Background: an optimization exercise with open tools, aiming at small area, a short achievable clock period and few clock cycles per item. Do not read the settings as production practice. Power figures rest on the tool's default switching activity, not on a simulated workload.

== lane 1 ==
Design mac_array, start of the top module:
module mac_array #(
  parameter int DATA_WIDTH = 8,
  parameter int ACC_WIDTH  = 16,
  parameter int NUM_LANES  = 8,
  parameter int VEC_LEN    = 8,
  parameter int SIGNED     = 1
) (
  input  logic                           clk,
  input  logic                           rst_n,
  input  logic                           clr,
  input  logic                           in_valid,
  output logic                           in_ready,
  input  logic [NUM_LANES*DATA_WIDTH-1:0] a_in,
  input  logic [DATA_WIDTH-1:0]          b_in,
  input  logic                           sat_en,
  output logic                           out_valid,
  input  logic                           out_ready,
  output logic [NUM_LANES*ACC_WIDTH-1:0] acc_out,
  output logic [NUM_LANES-1:0]           overflow,
  output logic                           busy
);
For scale: roughly 460 flip-flops, about 34,000 sq um of cells after synthesis.
Settings: LEC_CHECK=0, CAP_MARGIN=20, CORE_MARGIN=2, CORE_UTILIZATION=40, SETUP_SLACK_MARGIN=3.0, SLEW_MARGIN=20; clock period 6.0 ns.
standard.sh (not shown) runs the stock make flow with config.mk's settings and CLKGATE_MAP_FILE= SYNTH_SCRIPT=/design/flow/synth_recipe.tcl, a recipe that flattens the netlist after the stock synthesis.
==> flow/flow/run.sh <==
#!/bin/bash
# Own layout flow: the standard layout (standard synthesis unchanged), with each port buffered
# by a buf_2 instead of the default delay-buffer cell. The make output goes to flow_make.log here.
set -euo pipefail
cd "$(dirname "$0")/.."
bash standard.sh 'BUFFER_PORTS_ARGS=-buffer_cell sky130_fd_sc_hd__buf_2' finish > flow_make.log 2>&1
#### Input delta (lane 3 over lane 1)
-- flow/design.v --
<<< lane 1, line 32
  logic [28:0] pr, pr_d;
  logic [15:0] acc_in;
  logic [16:0] pp, gg, cy, s;
  logic ov, ov0, ov1, ovs;
  logic [15:0] acc_d;
  logic s1;
>>> lane 3, line 32
  logic [28:0] pr, pr_d;
  logic [15:0] acc_in;
  logic [16:0] pp, gg, cy, s, row0, row1;
  logic ov, ov0, ov1, ovs;
  logic [15:0] wacc;        
  logic pend, psgn;         
  logic sel_w, sel_hi, sel_lo;
  logic [15:0] acc_d;
  logic s1;
<<< lane 1, line 168
  assign be = benc ^ {12{INV}};
  assign fi = first ^ INV;
  assign acc_in = fi ? 16'd0 : acc;
  assign s1 = be[11] ^ x0[6];
  assign c2 = be[11] & x0[6];
>>> lane 3, line 171
  assign be = benc ^ {12{INV}};
  assign fi = first ^ INV;
  assign acc = pend ? {psgn, {15{~psgn}}} : wacc;
  assign sel_w = !fi && !pend;
  assign sel_hi = !fi && pend && psgn;
  assign sel_lo = !fi && pend && !psgn;
  assign acc_in = ({16{sel_w}} & wacc) | {sel_hi, {15{sel_lo}}};
  assign s1 = be[11] ^ x0[6];
  assign c2 = be[11] & x0[6];
<<< lane 1, line 377
  assign pr_d[27] = ~x3[8];   
  assign pr_d[28] = c48;   
  assign ov0 = pp[16] ^ gg[15] ^ pp[15];
  assign ov1 = pp[16] ^ (gg[15] | pp[15]) ^ ~pp[15];
  assign ov = cy[15] ? ov1 : ov0;
  assign ovs = ov && sat;
  assign acc_d = ovs ? {~s[15], {15{s[15]}}} : s[15:0];
  always_ff @(posedge clk) begin
    if (load_a) a <= a_in;
    if (load_p) pr <= pr_d;
    if (en) begin
      acc <= acc_d;
      overflow <= (overflow && !fi) || ov;
    end
>>> lane 3, line 384
  assign pr_d[27] = ~x3[8];   
  assign pr_d[28] = c48;   
  assign ov = s[16] ^ s[15];
  assign acc_d = s[15:0];
  always_ff @(posedge clk) begin
    if (load_a) a <= a_in;
    if (load_p) pr <= pr_d;
    if (en) begin
      wacc <= acc_d;
      pend <= ov && sat;
      psgn <= s[16];
      overflow <= (overflow && !fi) || ov;
    end
[summary]
In the reports for lane 1 and lane 3, the larger reg2reg setup slack belongs to lane 3.
On pin count of the biggest net entering global routing, the higher figure sits with lane 1, not lane 3.
Lane 3 completed; timing, DRC and antenna clean
Routed wire length delta for lane 3 relative to lane 1: 3.0% lower
Relative to lane 1, the number of cells after detailed placement of lane 3 is lower by 0.47%.
On number of antenna violations at the first check in global routing: between lane 1 and lane 3, it ends up lower for lane 1.
g_lane[5].u_lane.pend$_DFFE_PP_ as the startpoint of the most critical setup path was reported by lane 3, and first2_n$_DFFE_PP_ by lane 1.
Lower total sequential power was reported by lane 1, not lane 3.
The final reports for lane 3 and lane 1 show design area higher in the former.
On lane 3: clock share of power is 1.1 points higher than what lane 1 gave.
Compare lane 1 and lane 3 | die area lower: lane 3
Final standard cell utilization of the core came out higher on lane 3 than on lane 1.
Compared with lane 1, lane 3 shows a higher relative slew slack.
Maximum frequency, lane 3 vs lane 1: up by a few percent
Function was not checked in any run of this note: the RTL went through the layout flow alone.

==> what the ideal ports hide <==
The results above use ideal ports. As a check the final layouts listed here were re-extracted and re-timed, cells and wires unchanged.
Step 1, drivers: a clkbuf_16 drives clk and a buf_2 each remaining input, both assumed.
Step 2 adds t to the input delays and takes it off the output delays; t is the mean of the earliest and latest rising clock arrival at the registers after step 1. Input paths then give back, and output paths get back, about the clock's delay inside the block.
Three values: ideal, step 1, step 2; two values: the first two.
run	shift t [ns]	setup WS [ns]	worst setup path at the end	worst slew at a driven data input, ns
lane 1	0.704	2.374 / 2.374 / 2.374	register to register	0.11
lane 3	0.698	2.600 / 2.558 / 2.588	input to register	0.11
After both steps every run listed still meets setup and hold. For lane 3, which loses most, drivers alone change the setup slack by -0.042 ns; drivers and shift together by -0.012 ns.
